From an optimization exercise on the open Yosys and OpenROAD flow, aimed at small area; shortcuts taken in it are not production practice.
In this exercise RTL edits were held to simulation tests only and were not proved equivalent to the original.
Power figures rest on the tool's default switching activity, not on a simulated workload.

### design.v
module reg_file_sb #(
    parameter  int XLEN   = 32,
    parameter  int NREGS  = 32,
    parameter  int NRD    = 4,
    parameter  int NWR    = 2,
    parameter  int BYPASS = 1,
    localparam int IDX    = $clog2(NREGS),
    localparam int NGRP   = (NREGS + 1) / 3
) (
    input  logic                 i_clk,
    input  logic                 i_rstn,
    input  logic                 i_flush,
    input  logic                 i_set_en,
    input  logic [IDX-1:0]       i_set_id,
    input  logic [NWR-1:0]       i_wen,
    input  logic [NWR*IDX-1:0]   i_wid,
    input  logic [NWR*XLEN-1:0]  i_wdata,
    input  logic [NRD*IDX-1:0]   i_rd_id,
    output logic [NRD*XLEN-1:0]  o_rd_data,
    output logic [NRD-1:0]       o_rd_busy,
    output logic                 o_ready
);
    logic [IDX:0] r_cnt;
    logic         w_run;
    always_ff @(posedge i_clk or negedge i_rstn) begin
        if (!i_rstn) begin
            r_cnt <= '0;
        end else if (!r_cnt[IDX]) begin
            r_cnt <= r_cnt + 1'b1;
        end
    end
    assign w_run   = r_cnt[IDX];
    assign o_ready = w_run;
    logic [IDX-1:0]  w_wid0, w_wid1;
    logic [XLEN-1:0] w_wd0, w_wd1;
    logic [XLEN-1:0] w_nwd0;
    logic            w_we0x;
    assign w_wid0 = i_wid[0 +: IDX];
    assign w_wid1 = i_wid[IDX +: IDX];
    assign w_wd0  = i_wdata[0 +: XLEN];
    assign w_wd1  = i_wdata[XLEN +: XLEN];
    assign w_nwd0 = ~(w_wd0 & {XLEN{w_run}});
    assign w_we0x = i_wen[0] & ~(i_wen[1] & (w_wid0 == w_wid1));
    logic [3:0] w_p1_lo, w_p0_lo, w_ps_lo;
    logic [7:0] w_p1_hi, w_p0_hi, w_ps_hi;
    logic       w_rf;
    assign w_rf = w_run & ~i_flush;
    for (genvar i = 0; i < 4; i++) begin : g_plo
        assign w_p1_lo[i] = (w_wid1[1:0] == 2'(i));
        assign w_p0_lo[i] = ~w_run | (w_wid0[1:0] == 2'(i));
        assign w_ps_lo[i] = (i_set_id[1:0] == 2'(i));
    end
    for (genvar j = 0; j < 8; j++) begin : g_phi
        assign w_p1_hi[j] = w_run & i_wen[1] & (w_wid1[4:2] == 3'(j));
        assign w_p0_hi[j] = ~w_run | (w_we0x & (w_wid0[4:2] == 3'(j)));
        assign w_ps_hi[j] = w_rf & i_set_en & (i_set_id[4:2] == 3'(j));
    end
    logic [XLEN-1:0]  r_mem  [1:NREGS-1];
    logic [NREGS-1:1] r_pend;
    for (genvar r = 1; r < NREGS; r++) begin : g_row
        logic            w_s1, w_set, w_pnxt;
        logic [1:0]      w_s0, w_ns1, w_nh;    
        logic [XLEN-1:0] w_d;
        logic w_x1, w_x0, w_h;
        rf_nand2 u_x1 (.i_a(w_p1_hi[r/4]), .i_b(w_p1_lo[r%4]), .o_y(w_x1));
        rf_inv   u_s1 (.i_a(w_x1), .o_y(w_s1));
        rf_inv   u_n1a (.i_a(w_s1), .o_y(w_ns1[0]));
        rf_inv   u_n1b (.i_a(w_s1), .o_y(w_ns1[1]));
        rf_nand2 u_x0 (.i_a(w_p0_hi[r/4]), .i_b(w_p0_lo[r%4]), .o_y(w_x0));
        rf_inv   u_s0a (.i_a(w_x0), .o_y(w_s0[0]));
        rf_inv   u_s0b (.i_a(w_x0), .o_y(w_s0[1]));
        rf_nor2  u_h  (.i_a(w_s1), .i_b(w_s0[0]), .o_y(w_h));
        rf_inv   u_nha (.i_a(w_h), .o_y(w_nh[0]));
        rf_inv   u_nhb (.i_a(w_h), .o_y(w_nh[1]));
        for (genvar b = 0; b < XLEN; b++) begin : g_bit
            rf_wsel u_w (
                .i_nh(w_nh[b/(XLEN/2)]), .i_q(r_mem[r][b]), .i_ns1(w_ns1[b/(XLEN/2)]), .i_d1(w_wd1[b]),
                .i_s0(w_s0[b/(XLEN/2)]), .i_nd0(w_nwd0[b]),
                .o_d(w_d[b])
            );
        end
        always_ff @(posedge i_clk) begin
            r_mem[r] <= w_d;
        end
        logic w_xs;
        rf_nand2 u_xs (.i_a(w_ps_hi[r/4]), .i_b(w_ps_lo[r%4]), .o_y(w_xs));
        rf_inv   u_st (.i_a(w_xs), .o_y(w_set));
        rf_pnxt u_pn (
            .i_p(r_pend[r]), .i_h(w_h), .i_rf(w_rf), .i_set(w_set),
            .o_d(w_pnxt)
        );
        always_ff @(posedge i_clk) begin
            r_pend[r] <= w_pnxt;
        end
    end
    for (genvar p = 0; p < NRD; p++) begin : g_rd
        logic [IDX-1:0]   w_id;
        logic             w_nz, w_b1, w_b0, w_m;
        logic [3:0]       w_lo;
        logic [7:0]       w_hi;
        logic [NREGS-1:1] w_sel [2];    
        logic [XLEN:0]    w_out;
        assign w_id = i_rd_id[p*IDX +: IDX];
        assign w_nz = |w_id;
        assign w_b1 = (BYPASS != 0) & w_run & w_nz & i_wen[1] & (w_wid1 == w_id);
        assign w_b0 = (BYPASS != 0) & w_run & w_nz & i_wen[0] & (w_wid0 == w_id) & ~w_b1;
        assign w_m  = w_run & ~w_b1 & ~w_b0;
        for (genvar i = 0; i < 4; i++) begin : g_lo
            assign w_lo[i] = (w_id[1:0] == 2'(i));
        end
        for (genvar j = 0; j < 8; j++) begin : g_hi
            assign w_hi[j] = w_m & (w_id[4:2] == 3'(j));
        end
        for (genvar r = 1; r < NREGS; r++) begin : g_sel
            logic w_xs;
            rf_nand2 u_xs  (.i_a(w_hi[r/4]), .i_b(w_lo[r%4]), .o_y(w_xs));
            rf_inv   u_sla (.i_a(w_xs), .o_y(w_sel[0][r]));
            rf_inv   u_slb (.i_a(w_xs), .o_y(w_sel[1][r]));
        end
        logic w_nb1, w_nb0;
        logic [1:0] w_b1d, w_b0d;
        assign w_nb1 = ~w_b1;
        assign w_nb0 = ~w_b0;
        rf_inv u_b1a (.i_a(w_nb1), .o_y(w_b1d[0]));
        rf_inv u_b1b (.i_a(w_nb1), .o_y(w_b1d[1]));
        rf_inv u_b0a (.i_a(w_nb0), .o_y(w_b0d[0]));
        rf_inv u_b0b (.i_a(w_nb0), .o_y(w_b0d[1]));
        for (genvar b = 0; b <= XLEN; b++) begin : g_bit
            localparam int H = (b < XLEN / 2) ? 0 : 1;
            logic [NREGS+1:1] w_s, w_c;
            logic [NGRP-1:0]  w_n;
            for (genvar r = 1; r < NREGS; r++) begin : g_c
                assign w_s[r] = w_sel[H][r];
                if (b < XLEN) begin : g_d
                    assign w_c[r] = r_mem[r][b];
                end else begin : g_p
                    assign w_c[r] = r_pend[r];
                end
            end
            assign w_s[NREGS]   = w_b1d[H];
            assign w_s[NREGS+1] = w_b0d[H];
            if (b < XLEN) begin : g_d
                assign w_c[NREGS]   = w_wd1[b];
                assign w_c[NREGS+1] = w_wd0[b];
            end else begin : g_p
                assign w_c[NREGS]   = 1'b0;
                assign w_c[NREGS+1] = 1'b0;
            end
            for (genvar g = 0; g < NGRP; g++) begin : g_g
                if (b < XLEN || 3*g+3 < NREGS) begin : g_3
                    rf_aoi3 u_a (
                        .i_s0(w_s[3*g+1]), .i_d0(w_c[3*g+1]),
                        .i_s1(w_s[3*g+2]), .i_d1(w_c[3*g+2]),
                        .i_s2(w_s[3*g+3]), .i_d2(w_c[3*g+3]),
                        .o_n(w_n[g])
                    );
                end else begin : g_1
                    rf_nand2 u_a (.i_a(w_s[3*g+1]), .i_b(w_c[3*g+1]), .o_y(w_n[g]));
                end
            end
            logic w_o1, w_o2, w_o12;
            rf_nand4 u_o1 (.i_a(w_n[0]), .i_b(w_n[1]), .i_c(w_n[2]), .i_d(w_n[3]), .o_y(w_o1));
            rf_nand4 u_o2 (.i_a(w_n[4]), .i_b(w_n[5]), .i_c(w_n[6]), .i_d(w_n[7]), .o_y(w_o2));
            rf_nor2  u_o3 (.i_a(w_o1), .i_b(w_o2), .o_y(w_o12));
            rf_nand4 u_o4 (.i_a(w_o12), .i_b(w_n[8]), .i_c(w_n[9]), .i_d(w_n[10]), .o_y(w_out[b]));
        end
        assign o_rd_data[p*XLEN +: XLEN] = w_out[XLEN-1:0];
        assign o_rd_busy[p]              = w_out[XLEN];
    end
endmodule
module rf_wsel (
    input  logic i_nh,
    input  logic i_q,
    input  logic i_ns1,
    input  logic i_d1,
    input  logic i_s0,
    input  logic i_nd0,
    output logic o_d
);
    logic w_x;
    assign w_x = ~((i_nh | i_q) & (i_ns1 | i_d1));
    assign o_d = ~((i_s0 & i_nd0) | w_x);
endmodule
module rf_pnxt (
    input  logic i_p,
    input  logic i_h,
    input  logic i_rf,
    input  logic i_set,
    output logic o_d
);
    assign o_d = i_set | (i_p & i_h & i_rf);
endmodule
module rf_aoi3 (
    input  logic i_s0,
    input  logic i_d0,
    input  logic i_s1,
    input  logic i_d1,
    input  logic i_s2,
    input  logic i_d2,
    output logic o_n
);
    assign o_n = ~((i_s0 & i_d0) | (i_s1 & i_d1) | (i_s2 & i_d2));
endmodule
module rf_nand2 (
    input  logic i_a,
    input  logic i_b,
    output logic o_y
);
    assign o_y = ~(i_a & i_b);
endmodule
module rf_nor2 (
    input  logic i_a,
    input  logic i_b,
    output logic o_y
);
    assign o_y = ~(i_a | i_b);
endmodule
module rf_inv (
    input  logic i_a,
    output logic o_y
);
    assign o_y = ~i_a;
endmodule
module rf_nand4 (
    input  logic i_a,
    input  logic i_b,
    input  logic i_c,
    input  logic i_d,
    output logic o_y
);
    assign o_y = ~(i_a & i_b & i_c & i_d);
endmodule
### run.sh
#!/bin/bash
# synth_recipe.tcl (not shown) runs the flow's synth.tcl, then flattens the netlist and writes it again
# the make line also repeats each setting of config.mk as NAME=value (left out here)
make -C /OpenROAD-flow-scripts/flow DESIGN_CONFIG=/design/flow/config.mk WORK_HOME=/design/flow/orfs CLKGATE_MAP_FILE= SYNTH_SCRIPT=/design/flow/synth_recipe.tcl finish
### config.mk
export PLATFORM = sky130hd
export DESIGN_NAME = reg_file_sb
export DESIGN_NICKNAME = reg_file_sb
export VERILOG_FILES = /design/flow/design.v
export SDC_FILE = /design/flow/constraint.sdc
export NUM_CORES = 4
export LEC_CHECK = 0
export CAP_MARGIN = 10
export CELL_PAD_IN_SITES_DETAIL_PLACEMENT = 1
export CELL_PAD_IN_SITES_GLOBAL_PLACEMENT = 2
export CORE_MARGIN = 2
export CORE_UTILIZATION = 25
export PLACE_DENSITY = 0.35
export SLEW_MARGIN = 10
export SYNTH_HIERARCHICAL = 1
### constraint.sdc
create_clock -name core_clock -period 10.0 [get_ports {i_clk}]
set_input_delay 2.0000 -clock core_clock [delete_from_list [all_inputs] [get_ports {i_clk}]]
set_output_delay 2.0000 -clock core_clock [all_outputs]
set_load 0.01 [all_outputs]
==> summary.txt, run 1 <==
* Run status: failed layout checks
- Violated checks: max-capacitance violations
- Setup violations remaining at the end of the flow were counted as 0.
* Critical path's largest stage delay: 1.24 ns
* Placed Cells incl. Taps: 9302
- Dividing the detail-routed wire length by the instance count gives 44.2 µm.
- Port-buffer cells: 237
* Max-cap violations: 1
- At the pin with the least slew margin, the transition time is 1.52 ns.
* Arrival time at the worst endpoint: 7.38 ns
- Worst setup SP type: input port
- Setup total negative slack on the finished layout was measured at 0 ns.
* Synth Flop Type: sky130_fd_sc_hd__dfxtp_1
- In this run the clock root is driven by a sky130_fd_sc_hd__clkbuf_16.
- After the flow finishes, the layout carries non-filler instances totaling 9551.
- Cts-stage hold buffer count: 0
- Pin count of the biggest net entering global routing: 39
* Avg Synthesized Cell Area: 8.95 µm²
- The total area inside the core boundary comes to 217000 µm².
- Maximum vdd ir drop: 0.164 mV
- TritonCTS Buffers: 136
* Number of distinct library cell variants in the gate-level netlist after synthesis: 44
* Ys Warns: 13
- In this run the post-CTS setup repair buffer count came out at 0.
- The critical path goes through clkdlybuf4s50_1 > nor2_2 > buf_4 > nor4b_4 > nor4_4 > buf_4 > nor4_1 > nand2_1 > inv_1 > a222oi_1 > nand4_1 > nor2_1 > nand4_1 > clkdlybuf4s50_1.
- In this run the vertical extent of the chip is 470 µm.
- For the worst-skew pair, the clock arrives at the later sink with an insertion delay of 0.80 ns.
- For this run, the total global-route usage over all layers was measured as 0.363.
- Of all cell types, the one taking the most synthesized area is sky130_fd_sc_hd__dfxtp_1.
- The number of antenna violations at the first check in global routing came to 3.
* DR DRC count: 0
- Detail-routed via count per cell: 7.38
- The number of hold violations in the final report came to 0.
* Chip width: 470 µm
- CTS tree: done
* Synthesized net count: 6170
* Power density over the cells: 220 nW/µm²
- Fraction of final layout cells sized beyond drive strength 1: 0.0666
- STA classifies the critical path endpoint as an output port.
- Sum of net half-perimeters after detailed placement: 315000 µm
- Vias in the first global route: 67.7k
* Min-delay worst type: register to register
- The worst pin sits at a relative slew slack of -0.0252.
* Worst setup skew after layout: 0.0292 ns
- P_leak: 25.1 nW
* Final worst path period need: 9.38 ns
- Routability-driven placement finished with a final weighted congestion of 0.978.
- Based on the critical path, the design can be clocked at up to 107 MHz.
* Worst-path cell with the longest stage delay: sky130_fd_sc_hd__nor4_1
* Overflow left after global routing: 0
- Cell count after synthesis: 6064
- Clock sink count: 1029
* Maximum fanout count along the critical path: 16
* Sequential area share after synthesis: 0.380
* Kind of critical path: input port to output port
- RSZ-0062 raised after global routing: false
* Total via count after detailed routing: 70.5k
* Final WS setup: 0.623 ns
- Post-synth ARST share: 0.00583
- Die Area: 221000 µm²
* Layout overhead on the synthesized area: 21.3%
- Before antenna repair, the detailed router went through 15 iterations.
- Cells taking the most area after synthesis: sky130_fd_sc_hd__dfxtp_1 38%, sky130_fd_sc_hd__a222oi_1 27%, sky130_fd_sc_hd__o22ai_1 11%
* Total wire length: 422000 µm
* Clock Path Buffers: 3
- Required time of the critical path: 8.00 ns
* Starting density of the core: 0.251
* Final-stage net count: 6692
- OpenSTA, run right after detailed placement, puts the worst setup slack at 0.908 ns.
* Antenna-violating nets left: 0
- The floorplan has 171 rows.
- The max-slew violation count came to 5.
- Mapped cell area: 54300 µm²
* Flip-flop and latch count after synthesis: 1029
- Gates resized during post-CTS repair numbered 0.
* Clock-pin slew reported for the worst setup and hold paths after clock tree synthesis: 0.06 ns
* Number of enable-type register cells in the synthesized netlist: 0
- After the first detailed-routing iteration, the DRC count stood at 15.7k.
* Count of pins on the block boundary: 238
- The share of synthesized area in the top cell type comes to 0.377.
* Share of the clock period used by the worst path after layout: 0.938
- Wire length of the first global-routing pass: 575000 µm
- The H-tree was split into 4 levels.
-- flip-flops by register name, summed over array words and instances (netlist names) --
register and flops:
r_mem 992, r_cnt 6, r_pend 31
-- where the power goes --
part | internal [W] | switching [W]
logic | 0.00118 | 0.00181
clock network | 0.00302 | 0.00207
registers | 0.00500 | 0.00139
total | 0.00919 | 0.00527
-- per-module statistics from Yosys (local to each module, per instance) --
module | copies in the design | flip-flops and latches | area, µm² | cells inside
rf_nand2 | 221 | 0 | 3.75 | 1
rf_aoi3 | 1448 | 0 | 10.0 | 1
reg_file_sb | 1 | 1029 | 22500 | 1309
rf_nand4 | 396 | 0 | 6.26 | 1
rf_wsel | 992 | 0 | 11.3 | 2
rf_inv | 512 | 0 | 3.75 | 1
rf_pnxt | 31 | 0 | 8.76 | 1
rf_nor2 | 163 | 0 | 3.75 | 1
-- critical path, delay by kind of cell --
kind / cells / cell delay, ns
buffers and inverters: 5 / 2.22
AND/OR/NAND/NOR: 8 / 2.87
AO/OA/AOI/OAI: 1 / 0.24
-- Yosys cell counts (all sizes together), types with 3 or more instances --
library cell	count
a21oi	992
or3	3
nand2	265
nand2b	15
nor4b	10
a31o	32
a222oi	1448
nand3b	7
o22ai	992
o31ai	4
xnor2	26
and2	8
o21ai	9
dfrtp	6
dfxtp	1023
buf	26
nor3	23
nor2b	13
nor4	15
nand3	9
inv	520
nor2	180
xor2	22
nand4	400
-- routing by layer --
metal | up-vias | part of all wire | global-route usage
met5 | - | 0 | 0
met3 | 980 | 0.077 | 0.0484
met2 | 4688 | 0.46 | 0.591
met1 | 36007 | 0.37 | 0.434
met4 | 0 | 0.090 | 0.274
li1 | 28807 | - | -
-- cell type report --
cell class / instances / area [µm²]
flip-flops and latches: 1029 / 20600
diodes: 3 / 7.51
clock inverters: 37 / 449
multi-input cells: 4488 / 31600
inverters: 520 / 1950
well taps: 2854 / 3570
clock buffers: 209 / 4110
repair buffers: 411 / 3520
fillers: 24952 / 151000
-- logic make-up (layout without fill, tap and decap cells) --
logic type | after synthesis | in the layout | synth area share
simple gates | 955 | 955 | 0.0912
xor+xnor | 48 | 48 | 0.00788
buf+inv | 547 | 1177 | 0.0391
fa+ha+maj | 1 | 1 | 0.000230
other cells | 0 | 3 | 0
compound gates | 3483 | 3483 | 0.481
mux | 1 | 1 | 0.000207
flops | 1029 | 1029 | 0.380
-- final timing paths --
path                                  from            end  slack, ns  cells after the start
worst min register to register    r_cnt[4]       r_cnt[4]       0.47                      1
min in group asynchronous           i_rstn       r_cnt[5]       1.47                      1
max in group asynchronous           i_rstn       r_cnt[5]       8.26                      1
worst max register to register    r_cnt[5]    r_mem[7][3]       6.07                     10
worst min-delay path              r_cnt[4]       r_cnt[4]       0.47                      1
worst max-delay path            i_rd_id[6]  o_rd_data[47]       0.62                     14
-- cells in the final DEF, fill, tap and decap left out, types with 31 or more instances in the layout --
| master | netlist | final |
|---|---|---|
| sky130_fd_sc_hd__o22ai_1 | 992 | 992 |
| sky130_fd_sc_hd__nand2_1 | 265 | 262 |
| sky130_fd_sc_hd__clkbuf_8 | 0 | 33 |
| sky130_fd_sc_hd__nor2_1 | 178 | 178 |
| sky130_fd_sc_hd__clkbuf_1 | 1 | 35 |
| sky130_fd_sc_hd__a222oi_1 | 1448 | 1448 |
| sky130_fd_sc_hd__inv_1 | 520 | 520 |
| sky130_fd_sc_hd__clkbuf_16 | 0 | 141 |
| sky130_fd_sc_hd__buf_4 | 11 | 174 |
| sky130_fd_sc_hd__nand4_1 | 400 | 400 |
| sky130_fd_sc_hd__buf_2 | 10 | 32 |
| sky130_fd_sc_hd__a21oi_1 | 992 | 992 |
| sky130_fd_sc_hd__dfxtp_1 | 1023 | 1023 |
| sky130_fd_sc_hd__clkdlybuf4s50_1 | 0 | 205 |
| sky130_fd_sc_hd__a31o_1 | 31 | 31 |
-- stage by stage --
step	area [µm²]	total power (W)	utilization	hold slack [ns]
after floorplan	54300	0.00738	-	0.438
after global placement	61200	0.00926	0.283	0.461
after detailed placement	61200	0.00935	0.283	0.465
after CTS	65800	0.0145	0.304	0.477
after global routing	65800	0.0150	0.304	0.495
final	65800	0.0145	0.304	0.475
==> run 2: changes to the inputs <==
--- a/config.mk
+++ b/config.mk
@@ -9,7 +9,7 @@
 export CELL_PAD_IN_SITES_DETAIL_PLACEMENT = 1
 export CELL_PAD_IN_SITES_GLOBAL_PLACEMENT = 2
 export CORE_MARGIN = 2
-export CORE_UTILIZATION = 25
-export PLACE_DENSITY = 0.35
+export CORE_UTILIZATION = 20
+export PLACE_DENSITY = 0.3
 export SLEW_MARGIN = 10
 export SYNTH_HIERARCHICAL = 1
==> run 2 against run 1 <==
  * The run now finishes clean
  * Wire length rose by 27%
  * Design area rose by 4.1%
  * Critical path depth fell by 2
  * Worst setup slack got worse by 0.29 ns
  * Combinational power rose by 7.7%
  * Critical path type unchanged
  * Global-route usage rose by 0.71 points
  * Sequential share of layout area fell by 1.2 points
  * Maximum frequency fell by 3.0%
  * Flip-flop and latch count did not move
  * Non-clock buffer count rose by 204
  * Hold slack improved by 0.012 ns
==> summary.txt, run 2 <==
* Leading registers by flop count: r_mem (992), r_pend (31), r_cnt (6)
* Storage element area: 20600 µm² (unchanged)
- Commonest non-fill, non-tap cell in the layout: sky130_fd_sc_hd__a222oi_1
* Synth Flop Type: sky130_fd_sc_hd__dfxtp_1
- TritonCTS Buffers: 147 (+8.1%)
- Buffer cell driving the clock tree root: sky130_fd_sc_hd__clkbuf_16
- The top cell types in the final layout, fill and taps aside, are 1448 x sky130_fd_sc_hd__a222oi_1, 1023 x sky130_fd_sc_hd__dfxtp_1, 992 x sky130_fd_sc_hd__o22ai_1, 992 x sky130_fd_sc_hd__a21oi_1, 516 x sky130_fd_sc_hd__inv_1.
- The commonest cells after synthesis are 1448 x sky130_fd_sc_hd__a222oi_1, 1023 x sky130_fd_sc_hd__dfxtp_1, 992 x sky130_fd_sc_hd__a21oi_1, 992 x sky130_fd_sc_hd__o22ai_1, 520 x sky130_fd_sc_hd__inv_1.
- The floorplan die area was 276000 µm² (+25%).
- The highest clock rate is 103 MHz (-3.0%).
- Detail-routed via count per cell: 7.15 (-3.1%)
- The mapped cell area is 54300 µm² (unchanged).
- Number of hold violations in the final report: 0 (unchanged)
- The total placed instance area is 63700 µm² (+4.0%).
- The area share of xor/xnor cells in the synthesized design is 0.00788 (unchanged).
- STA classifies the critical path endpoint as an output port.
- Normalized max-slew margin: 0.0826 (+0.108)
* Critical path's largest stage delay: 0.87 ns (-0.37 ns)
* Post-synth ARST share: 0.00583 (unchanged)
- The half-perimeter wire length after placement is 374000 µm (+19%).
* Count of pins on the block boundary: 238 (unchanged)
- The compound-cell area share of the yosys netlist was 0.481 (unchanged).
- Sequential area share after synthesis: 0.380 (unchanged)
- The total of flip-flops plus latches after synthesis came to 1029 (unchanged).
- Setup slack, reg-to-reg: 5.26 ns (-0.81 ns)
- The cell row count is 191 (+12%).
- The count of mapped cells out of synthesis came to 6064 (unchanged).
- The final critical-path share of the clock period is 0.967 (+0.0289).
- Avg Synthesized Cell Area: 8.95 µm² (unchanged)
- The combined area of the multi-input logic cells is 31600 µm² (about the same).
- Area of the core region: 270000 µm² (+25%)
- The maximum level of the CTS H-tree was 4 (unchanged).
- The mean routed wirelength per cell is 51.3 µm (+16%).
- The post-synthesis net count is 6170 (unchanged).
- Setup repair after global routing left no endpoint under its margin.
- The source-to-sink clock delay at the later pin of the worst-skew pair was 0.88 ns (+0.08 ns).
- Total wire length: 538000 µm (+27%)
- Max-cap violations: 0 (-1)
- Total Negative Setup Slacks: 0 ns (unchanged)
* Kind of critical path: input port to output port
- Antenna-violating nets left: 0 (unchanged)
- For this design, the slowest cell found on the critical path is sky130_fd_sc_hd__clkdlybuf4s50_1.
* Main combinational cell family by area after synthesis: compound AO/OA/AOI/OAI gates
- Global Route Usage Sum: 0.370 (+0.00711)
- Required time of the critical path: 8.00 ns (about the same)
* Final hold slack: 0.487 ns (+0.0118 ns)
- Chip width: 525 µm (+12%)
- Number of distinct library cell variants in the gate-level netlist after synthesis: 44 (unchanged)
* Final worst path period need: 9.67 ns (+0.289 ns)
- The maximum VDD drop is 0.109 mV (-34%).
- Cts-stage hold buffer count: 0 (unchanged)
* Total via count after detailed routing: 74.9k (+6.3%)
- Final setup viols: 0 (unchanged)
- Setup fix buffers added after clock tree synthesis: 0 (unchanged)
* Final count of pins violating max slew: 0 (-5)
- The first-pass iteration count of the detailed router was 14 (-1).
- The number of global-route vias before repair is 71.1k (+5.0%).
- Wire length of the first global-routing pass: 701000 µm (+22%)
* CTS tree: done
- Port-buffer cells: 237 (unchanged)
* DR DRC count: 0 (unchanged)
- Cells taking the most area after synthesis: sky130_fd_sc_hd__dfxtp_1 38%, sky130_fd_sc_hd__a222oi_1 27%, sky130_fd_sc_hd__o22ai_1 11%
- Clock-pin slew reported for the worst setup and hold paths after clock tree synthesis: 0.05 ns (about the same)
- Among all cell types in the netlist, the one instantiated most often is sky130_fd_sc_hd__a222oi_1.
* Critical path cell sequence: clkdlybuf4s50_1 > xnor2_1 > nand4_1 > nor4_4 > nor3_1 > nand2_1 > inv_1 > a222oi_1 > nand4_1 > nor2_1 > nand4_1 > clkdlybuf4s50_1
- Clock Path Buffers: 4 (+1)
* Starting density of the core: 0.201 (-0.0499)
* Final-stage net count: 6907 (+3.2%)
- Multiplexer fraction of the synthesized cell area: 0.000207 (unchanged)
- Run status: timing/DRC/antenna clean
- Worst setup SP type: input port
* Power density over the cells: 222 nW/µm² (+0.82%)
- Flip-flop count of the largest register, all copies and words added: 992 (unchanged)
* Cell seen most often among critical-path stages: sky130_fd_sc_hd__nand4_1
- The leakage dissipation was 26.2 nW (+4.6%).
- The initial detailed-routing violation count is 16.7k (+6.6%).
* Resized cells post-CTS: 0 (unchanged)
- The maximum fanout along the worst path is 17 (+1).
- Synth top area share: 0.377 (unchanged)
* Min-delay worst type: register to register
- The yosys synthesis warning count was 13 (unchanged).
* Final-layout fill cell count: 31.2k (+25%)
- Number of enable-type register cells in the synthesized netlist: 0 (unchanged)
* Overflow left after global routing: 0 (unchanged)
- The setup clock skew after layout is 0.0519 ns (+0.0227 ns).
- Compared with the post-synthesis result, the final layout area differs by 26.2%.
- The data arrival time of the worst path is 7.67 ns (+0.29 ns).
- Counting flops per register, the top entry is r_mem.
- The slew of the pin with the lowest slew margin came to 1.37 ns (-0.158 ns).
- The clock sink total came to 1029 (unchanged).
- Largest area contributor in the netlist: sky130_fd_sc_hd__dfxtp_1
- Antenna violations before repair: 22 (+19)
- The largest net degree at the start of global routing came to 41 (+5.1%).
- The basic-gate share of the synthesized area counting and, or, nand and nor cells was 0.0912 (unchanged).
- The final non-filler cell area came to 68500 µm² (+4.1%).
* Fraction of final layout cells sized beyond drive strength 1: 0.0969 (+0.0302)
- Final GP Congestion: 0.980 (+0.17%)
- The die height is 525 µm (+12%).
* Post-synthesis share of cell area spent on full adders, half adders and majority gates: 0.000231 (unchanged)
==> run 2: cell counts after synthesis <==
Identical to the previous run, type by type.
==> run 2: final timing paths <==
path,start,endpoint,cells past startpoint
worst max-delay path,i_wid[8],o_rd_data[115],12
worst min-delay path,r_cnt[4],r_cnt[4],1
worst max register to register,r_cnt[5],r_mem[6][31],9
worst min register to register,r_cnt[4],r_cnt[4],1
max in group asynchronous,i_rstn,r_cnt[5],1
min in group asynchronous,i_rstn,r_cnt[0],1
==> run 2: critical path, delay by kind of cell <==
family,cells,cell delay (ns)
AO/OA/AOI/OAI,1,0.58
XOR/XNOR,1,0.18
buffers and inverters,3,1.88
AND/OR/NAND/NOR,7,3.00
==> run 2: logic make-up (layout without fill, tap and decap cells) <==
logic type,after synthesis,count (layout)
AOI/OAI and AO/OA,3483,3483
DFF,1029,1029
and+or+nand+nor,955,955
buffers and inverters,547,1390
xor gates and xnor gates,48,48
adders and majority gates,1,1
muxes,1,1
other,0,4
==> run 2: stage by stage <==
step                      cells  utilization  power [W]  setup slack, ns
after floorplan            6064            -    0.00738             4.00
after global placement    10219        0.236    0.00964            0.133
after detailed placement  10221        0.236    0.00969            0.821
after CTS                 10476        0.253     0.0152            0.804
after global routing      10478        0.253     0.0157            0.247
final                     10481        0.253     0.0152            0.334
==> run 2: area by class of cell <==
type	instances	share of cell area
Antenna cell	4	0.000146
Clock buffer	213	0.0626
Clock inverter	42	0.00679
Inverter	520	0.0285
Multi-Input combinational cell	4488	0.461
Sequential cell	1029	0.301
Tap cell	3570	0.0652
Timing Repair Buffer	615	0.0745
==> run 2: per-module statistics from Yosys (local to each module, per instance) <==
| module | flops+latches | area, µm² | cells | copies in the design |
|---|---|---|---|---|
| rf_nand4 | 0 | 6.26 | 1 | 396 |
| rf_wsel | 0 | 11.3 | 2 | 992 |
| rf_nand2 | 0 | 3.75 | 1 | 221 |
| rf_inv | 0 | 3.75 | 1 | 512 |
| rf_nor2 | 0 | 3.75 | 1 | 163 |
| rf_aoi3 | 0 | 10.0 | 1 | 1448 |
| reg_file_sb | 1029 | 22500 | 1309 | 1 |
| rf_pnxt | 0 | 8.76 | 1 | 31 |
==> run 2: report_power, final <==
group | internal [W] | total, W | leakage [nW] | switching [W]
Sequential | 0.00500 | 0.00653 | 8.67 | 0.00153
Clock | 0.00316 | 0.00543 | 2.34 | 0.00227
Combinational | 0.00126 | 0.00322 | 15.2 | 0.00196
Total | 0.00942 | 0.0152 | 26.2 | 0.00576
==> run 2: routing by layer <==
metal | up-vias | GRT usage | wire length (µm)
met5 | - | 0 | 73
met4 | 12 | 0.294 | 50800
met3 | 1301 | 0.0563 | 42700
met2 | 5310 | 0.598 | 244000
met1 | 39022 | 0.436 | 200000
li1 | 29264 | - | -

afterwards: timing with drivers on the ports:
The results above use ideal ports. As a check the final layouts listed here were re-extracted and re-timed, cells and wires unchanged. Step 1 (the two cells are an assumption about what drives the block):
set clk [get_ports {i_clk}]
set_driving_cell -lib_cell sky130_fd_sc_hd__clkbuf_16 $clk
set_driving_cell -lib_cell sky130_fd_sc_hd__buf_2 [delete_from_list [all_inputs] $clk]
Step 2 also shifts input and output timing later by t, the mid clock arrival at the registers, as if the neighbouring blocks saw the same clock. Slacks: ideal ports / drivers / drivers and shift; pairs: ideal ports / drivers.
run	t, ns	slack for setup (ns)	worst setup path after step 2	slew at the worst register clock pin (ns)	worst slew at a driven data input, ns
run 1	0.876	0.623 / 0.598 / 0.598	input to output	0.06 / 0.06	0.07
run 2	0.962	0.334 / 0.308 / 0.308	input to output	0.07 / 0.07	0.10
The setup slack of run 2, which loses most, moves by -0.026 ns with the drivers and by -0.026 ns with both steps.
